From an optimization exercise on the open Yosys and OpenROAD flow, aimed at small area, a short achievable clock period and few clock cycles per item; shortcuts taken in it are not production practice.
In this exercise RTL edits were held to simulation tests only and were not proved equivalent to the original.
Power figures rest on the tool's default switching activity, not on a simulated workload.

## priority_semaphore_bank_top
module priority_semaphore_bank_top (
    input  logic         aclk,
    input  logic         aresetn,
    input  logic         s_tvalid,
    output logic         s_tready,
    input  logic [47:0]  s_tdata,
    output logic         m_tvalid,
    input  logic         m_tready,
    output logic [15:0]  m_tdata,
    input  logic         cfg_valid,
    output logic         cfg_ready,
    input  logic [0:0]   cfg_index,
    input  logic [63:0]  cfg_data
);
    typedef struct packed {
        logic [2:0] sem;
        logic [4:0] pidx;
        logic       op_wait;
        logic       op_block;
        logic       op_sig;
        logic       op_res;
    } req_t;
    logic       r_vld, x_vld, o0_vld, o1_vld;
    req_t       r_req, x_req, s_req;
    logic [8:0] o0, o1, rsp;
    logic       s_fire, x_fire, r_move, o_pop;
    logic       r_vld_n, x_vld_n, o0_vld_n, o1_vld_n, r_move_n;
    logic [7:0] bank_n, bank_sel;
    logic [3:0] x_plo;            
    logic [7:0] x_phi;
    logic [1:0] mode;
    logic [5:0] prio;
    logic       prio_ok, tmo_nz;
    logic [1:0] status;
    logic       rel_valid;
    logic [5:0] rel_prio;
    assign mode    = s_tdata[1:0];
    assign prio    = s_tdata[10:5];
    assign tmo_nz  = |s_tdata[42:11];
    assign prio_ok = (prio != 6'd0) && (prio <= 6'd32);
    assign s_req.sem      = s_tdata[4:2];
    assign s_req.pidx     = prio[4:0] - 5'd1;
    assign s_req.op_wait  = (mode == 2'd0);
    assign s_req.op_block = (mode == 2'd0) && tmo_nz && prio_ok;
    assign s_req.op_sig   = (mode == 2'd1);
    assign s_req.op_res   = (mode == 2'd2) && prio_ok;
    assign cfg_ready = 1'b1;
    assign x_fire   = x_vld && !o1_vld;
    assign r_move   = r_vld && (!x_vld || x_fire);
    assign s_tready = !r_vld || !x_vld || x_fire;
    assign s_fire   = s_tvalid && s_tready;
    assign o_pop    = o0_vld && m_tready;
    always_comb begin
        if (!aresetn) begin
            r_vld_n  = 1'b0;
  ...
clock: 5.0 ns
lec_check: 0
cap_margin: 20
core_margin: 2
core_utilization: 40
cts_buf_list: sky130_fd_sc_hd__clkbuf_8
cts_cluster_diameter: 80
cts_cluster_size: 16
setup_slack_margin: 2.5
slew_margin: 20
tns_end_percent: 50
standard.sh (not shown) runs the stock make flow with config.mk's settings and CLKGATE_MAP_FILE= SYNTH_SCRIPT=/design/flow/synth_recipe.tcl, a recipe that flattens the netlist after the stock synthesis.
==> flow/flow/run.sh <==
#!/bin/bash
# Own layout flow: the standard ORFS flow (standard.sh: the unchanged
# synthesis script and registers, the design's clock and constraints), with
# one setting added on the make command line: the port buffers that
# buffer_ports inserts on every input and output are sky130_fd_sc_hd__buf_2.
# make's output goes to standard.log in the work folder; ORFS writes each
# step's tool log under orfs/logs/.
set -euo pipefail
cd "$(dirname "$0")/.."
bash standard.sh "BUFFER_PORTS_ARGS=-buffer_cell sky130_fd_sc_hd__buf_2" finish > standard.log 2>&1
The starting point passed the timing, DRC and antenna checks.
Testbench counts at the start, summed over its fixed seeds: cycles 19,296, items 19,200.
Edit:
==> flow/flow/run.sh (replaced) <==
#!/bin/bash
# Own layout flow: the standard ORFS flow (standard.sh: the unchanged
# synthesis script and registers, the design's clock and constraints), with
# two settings added on the make command line:
#  - the slow OR3 / OR4 cells are marked don't-use, on top of the platform's
#    own list, so synthesis and repair build wide ORs from faster gates;
#  - the port buffers that buffer_ports inserts on every input and output are
#    sky130_fd_sc_hd__buf_2.
# make's output goes to standard.log in the work folder; ORFS writes each
# step's tool log under orfs/logs/.
set -euo pipefail
cd "$(dirname "$0")/.."

PLATFORM_DONT_USE="$(sed -n '/^export DONT_USE_CELLS += /,/^#/p' "$FLOW_HOME/platforms/sky130hd/config.mk" \
  | sed -e 's/export DONT_USE_CELLS += //' -e 's/\\//g' -e 's/^#.*//' | tr -s ' \n' ' ')"

EXTRA=""
for c in or3_1 or3_2 or3_4 or3b_1 or3b_2 or3b_4 \
         or4_1 or4_2 or4_4 or4b_1 or4b_2 or4b_4 or4bb_1 or4bb_2 or4bb_4; do
  EXTRA="$EXTRA sky130_fd_sc_hd__$c"
done

echo "DONT_USE_CELLS=$PLATFORM_DONT_USE $EXTRA" > dont_use.txt
bash standard.sh "DONT_USE_CELLS=$PLATFORM_DONT_USE $EXTRA" \
  "BUFFER_PORTS_ARGS=-buffer_cell sky130_fd_sc_hd__buf_2" finish > standard.log 2>&1
Settings changed: SETUP_SLACK_MARGIN 2.5 to 2.7, TNS_END_PERCENT 50 to not set.
Outcome:
- The new run completed without violations
- total power goes up by 1.5%
- clock-buffer cell count climbs by 1
- setup slack improved by 0.22 ns

* * *

Another version of the RTL of priority_semaphore_bank_top (not shown whole).
Size: about 2200 cells after synthesis, ~520 flip-flops, roughly 140 I/O pins, roughly 0.023 mm2 of cells after synthesis.
clock: 5.0 ns
lec_check: 0
abc_area: 1
cap_margin: 20
core_margin: 2
core_utilization: 40
cts_buf_list: sky130_fd_sc_hd__clkbuf_8
cts_cluster_diameter: 80
cts_cluster_size: 16
setup_slack_margin: 2.7
slew_margin: 20
==> flow/flow/run.sh <==
#!/bin/bash
# Own layout flow: the standard ORFS flow (standard.sh: the unchanged
# synthesis script and registers, the design's clock and constraints), with
# two settings added on the make command line:
#  - the slow OR3 / OR4 cells are marked don't-use, on top of the platform's
#    own list, so synthesis and repair build wide ORs from faster gates;
#  - the port buffers that buffer_ports inserts on every input and output are
#    sky130_fd_sc_hd__buf_2.
# make's output goes to standard.log in the work folder; ORFS writes each
# step's tool log under orfs/logs/.
set -euo pipefail
cd "$(dirname "$0")/.."

PLATFORM_DONT_USE="$(sed -n '/^export DONT_USE_CELLS += /,/^#/p' "$FLOW_HOME/platforms/sky130hd/config.mk" \
  | sed -e 's/export DONT_USE_CELLS += //' -e 's/\\//g' -e 's/^#.*//' | tr -s ' \n' ' ')"

EXTRA=""
for c in or3_1 or3_2 or3_4 or3b_1 or3b_2 or3b_4 \
         or4_1 or4_2 or4_4 or4b_1 or4b_2 or4b_4 or4bb_1 or4bb_2 or4bb_4; do
  EXTRA="$EXTRA sky130_fd_sc_hd__$c"
done

echo "DONT_USE_CELLS=$PLATFORM_DONT_USE $EXTRA" > dont_use.txt
bash standard.sh "DONT_USE_CELLS=$PLATFORM_DONT_USE $EXTRA" \
  "BUFFER_PORTS_ARGS=-buffer_cell sky130_fd_sc_hd__buf_2" finish > standard.log 2>&1
The first run completed with no timing, DRC or antenna violations.
Testbench counts at the start, summed over its fixed seeds: cycles 19,296, items 19,200.
Then changed:
--- a/flow/flow/run.sh
+++ b/flow/flow/run.sh
@@ -3,5 +3,5 @@
 # synthesis script and registers, the design's clock and constraints), with
 # two settings added on the make command line:
-#  - the slow OR3 / OR4 cells are marked don't-use, on top of the platform's
+#  - the slow OR2 / OR3 / OR4 cells are marked don't-use, on top of the platform's
 #    own list, so synthesis and repair build wide ORs from faster gates;
 #  - the port buffers that buffer_ports inserts on every input and output are
@@ -16,5 +16,6 @@
 
 EXTRA=""
-for c in or3_1 or3_2 or3_4 or3b_1 or3b_2 or3b_4 \
+for c in or2_0 or2_1 or2_2 or2_4 or2b_1 or2b_2 or2b_4 \
+         or3_1 or3_2 or3_4 or3b_1 or3b_2 or3b_4 \
          or4_1 or4_2 or4_4 or4b_1 or4b_2 or4b_4 or4bb_1 or4bb_2 or4bb_4; do
   EXTRA="$EXTRA sky130_fd_sc_hd__$c"
Settings changed: ABC_AREA 1 to default.
Cell count came out lower by about a fifth.
Wire length came out lower slightly.
Design area came out lower by a few percent.
Die area came out lower by a few percent.
Clock-buffer cell count came out lower by 2.
Worst setup slack got worse by 0.095 ns.
Synthesized area came out lower by a few percent.
Total power came out lower slightly.
Maximum frequency came out lower by a few percent.
Then changed:
--- a/flow/flow/run.sh
+++ b/flow/flow/run.sh
@@ -3,5 +3,5 @@
 # synthesis script and registers, the design's clock and constraints), with
 # two settings added on the make command line:
-#  - the slow OR2 / OR3 / OR4 cells are marked don't-use, on top of the platform's
+#  - the slow OR3 / OR4 cells are marked don't-use, on top of the platform's
 #    own list, so synthesis and repair build wide ORs from faster gates;
 #  - the port buffers that buffer_ports inserts on every input and output are
@@ -16,6 +16,5 @@
 
 EXTRA=""
-for c in or2_0 or2_1 or2_2 or2_4 or2b_1 or2b_2 or2b_4 \
-         or3_1 or3_2 or3_4 or3b_1 or3b_2 or3b_4 \
+for c in or3_1 or3_2 or3_4 or3b_1 or3b_2 or3b_4 \
          or4_1 or4_2 or4_4 or4b_1 or4b_2 or4b_4 or4bb_1 or4bb_2 or4bb_4; do
   EXTRA="$EXTRA sky130_fd_sc_hd__$c"
Total power rises by 0.45%.
Global-route usage rose by 0.48 points.
Routed wire length increases by 2.0%.
Clock skew is lower by 0.012 ns.
Sequential share of layout area drops by 0.42 points.
Cell area goes up by 0.68%.
Fmax is higher by 2.9%.
Die area hardly moves.

* * *

v45:
priority_semaphore_bank_top again, from the RTL that the note above started with.
export LEC_CHECK = 0
export CAP_MARGIN = 20
export CORE_MARGIN = 2
export CORE_UTILIZATION = 40
export CTS_BUF_LIST = sky130_fd_sc_hd__clkbuf_8
export CTS_CLUSTER_DIAMETER = 80
export CTS_CLUSTER_SIZE = 16
export SETUP_SLACK_MARGIN = 2.75
export SLEW_MARGIN = 20
create_clock -name core_clock -period 5.0 [get_ports {aclk}]
==> flow/flow/run.sh <==
#!/bin/bash
# Own layout flow: the standard ORFS flow (standard.sh: the unchanged
# synthesis script and registers, the design's clock and constraints), with
# two settings added on the make command line:
#  - the slow OR3 / OR4 cells are marked don't-use, on top of the platform's
#    own list, so synthesis and repair build wide ORs from faster gates;
#  - the port buffers that buffer_ports inserts on every input and output are
#    sky130_fd_sc_hd__buf_2.
# make's output goes to standard.log in the work folder; ORFS writes each
# step's tool log under orfs/logs/.
set -euo pipefail
cd "$(dirname "$0")/.."

PLATFORM_DONT_USE="$(sed -n '/^export DONT_USE_CELLS += /,/^#/p' "$FLOW_HOME/platforms/sky130hd/config.mk" \
  | sed -e 's/export DONT_USE_CELLS += //' -e 's/\\//g' -e 's/^#.*//' | tr -s ' \n' ' ')"

EXTRA=""
for c in or3_1 or3_2 or3_4 or3b_1 or3b_2 or3b_4 \
         or4_1 or4_2 or4_4 or4b_1 or4b_2 or4b_4 or4bb_1 or4bb_2 or4bb_4; do
  EXTRA="$EXTRA sky130_fd_sc_hd__$c"
done

echo "DONT_USE_CELLS=$PLATFORM_DONT_USE $EXTRA" > dont_use.txt
bash standard.sh "DONT_USE_CELLS=$PLATFORM_DONT_USE $EXTRA" \
  "BUFFER_PORTS_ARGS=-buffer_cell sky130_fd_sc_hd__buf_2" finish > standard.log 2>&1
Testbench counts of v45, summed over its fixed seeds: cycles 19,296, items 19,200.
Relative to v45, the following input files were edited for v20:
# v45
export LEC_CHECK = 0
export CAP_MARGIN = 20
export CORE_MARGIN = 2
export CORE_UTILIZATION = 40
export CTS_BUF_LIST = sky130_fd_sc_hd__clkbuf_8
export CTS_CLUSTER_DIAMETER = 80
export CTS_CLUSTER_SIZE = 16
export SETUP_SLACK_MARGIN = 2.75
export SLEW_MARGIN = 20
create_clock -name core_clock -period 5.0 [get_ports {aclk}]
# v20
export LEC_CHECK = 0
export CAP_MARGIN = 20
export CORE_MARGIN = 2
export CORE_UTILIZATION = 40
export CTS_BUF_LIST = sky130_fd_sc_hd__clkbuf_8
export CTS_CLUSTER_DIAMETER = 80
export CTS_CLUSTER_SIZE = 16
export SETUP_SLACK_MARGIN = 2.6
export SLEW_MARGIN = 20
create_clock -name core_clock -period 5.0 [get_ports {aclk}]
### Flow results
Both conditions hold for v20: the flow ran to the end and the final layout passed the timing, DRC and antenna checks.
Taking v45 as the reference, in v20 depth of the worst register-to-register path saw an increase, static leakage saw a decrease, layout cell share with drive strength beyond 1 saw a decrease, wire length on met2 saw a decrease, post-route met1 wirelength saw an increase.
Smallest hold slack on v20 is down relative to v45.
Final hold violation count came out exactly the same in v45 and v20.
diff inputs: v20 => v10
# v20
export LEC_CHECK = 0
export CAP_MARGIN = 20
export CORE_MARGIN = 2
export CORE_UTILIZATION = 40
export CTS_BUF_LIST = sky130_fd_sc_hd__clkbuf_8
export CTS_CLUSTER_DIAMETER = 80
export CTS_CLUSTER_SIZE = 16
export SETUP_SLACK_MARGIN = 2.6
export SLEW_MARGIN = 20
create_clock -name core_clock -period 5.0 [get_ports {aclk}]
# v10
export LEC_CHECK = 0
export CAP_MARGIN = 20
export CORE_MARGIN = 2
export CORE_UTILIZATION = 40
export CTS_BUF_LIST = sky130_fd_sc_hd__clkbuf_8
export CTS_CLUSTER_DIAMETER = 80
export CTS_CLUSTER_SIZE = 16
export SETUP_SLACK_MARGIN = 2.9
export SLEW_MARGIN = 20
create_clock -name core_clock -period 5.0 [get_ports {aclk}]
--- outcome ---
v10 reached the final stage; the timing, DRC and antenna checks on its layout passed.
Of v10 and v20, the lower wire length belongs to v20.
NOTE routed length per placed instance v20->v10 increased by a few percent
Taking v20 as 1.0, v10 lands at 1.4 on worst-case vdd ir drop.
Reported combinational group power in v10 is about 9% higher than in v20
Summary of v10 over v20: endpoint required time on the critical path increased by 0.03 ns relative to the old numbers; met2 demand-to-capacity share in global routing increased by 0.79 points relative to the old numbers.
In v10 the final clock period utilization by the worst path turned out 4.0 points lower than in v20.

port drivers added, routing unchanged:
No port has a modelled driver above. Below, the same layouts with a new extraction and two added sets of constraints.
Step 1, drivers: a clkbuf_16 drives aclk and a buf_2 each remaining input, both assumed.
Step 2 also shifts input and output timing later by t, the mid clock arrival at the registers, as if the neighbouring blocks saw the same clock.
Three values: no drivers, after step 1, after step 2; two values: the first two.
run | shift t [ns] | setup WS [ns] | hold slack, ns | worst slew at a driven data input, ns | pins driven straight from the clock port
the first run of note 1 | 0.674 | 2.396 / 2.396 / 1.981 | 0.427 / 0.427 / 0.427 | 0.04 | 1
the second run of note 1 | 0.675 | 2.619 / 2.566 / 2.157 | 0.430 / 0.430 / 0.430 | 0.04 | 1
the first run of note 2 | 0.694 | 2.700 / 2.732 / 2.038 | 0.435 / 0.435 / 0.435 | 0.06 | 1
the second run of note 2 | 0.681 | 2.605 / 2.639 / 1.958 | 0.430 / 0.430 / 0.430 | 0.04 | 1
the third run of note 2 | 0.679 | 2.672 / 2.672 / 2.186 | 0.441 / 0.441 / 0.441 | 0.04 | 1
v45 | 0.689 | 2.570 / 2.570 / 2.005 | 0.445 / 0.445 / 0.445 | 0.04 | 1
v20 | 0.687 | 2.477 / 2.477 / 2.027 | 0.434 / 0.434 / 0.434 | 0.06 | 1
v10 | 0.692 | 2.679 / 2.679 / 2.068 | 0.438 / 0.438 / 0.438 | 0.05 | 1
After both steps every run listed still meets setup and hold. For the first run of note 2, which loses most, drivers alone change the setup slack by +0.032 ns; drivers and shift together by -0.662 ns.
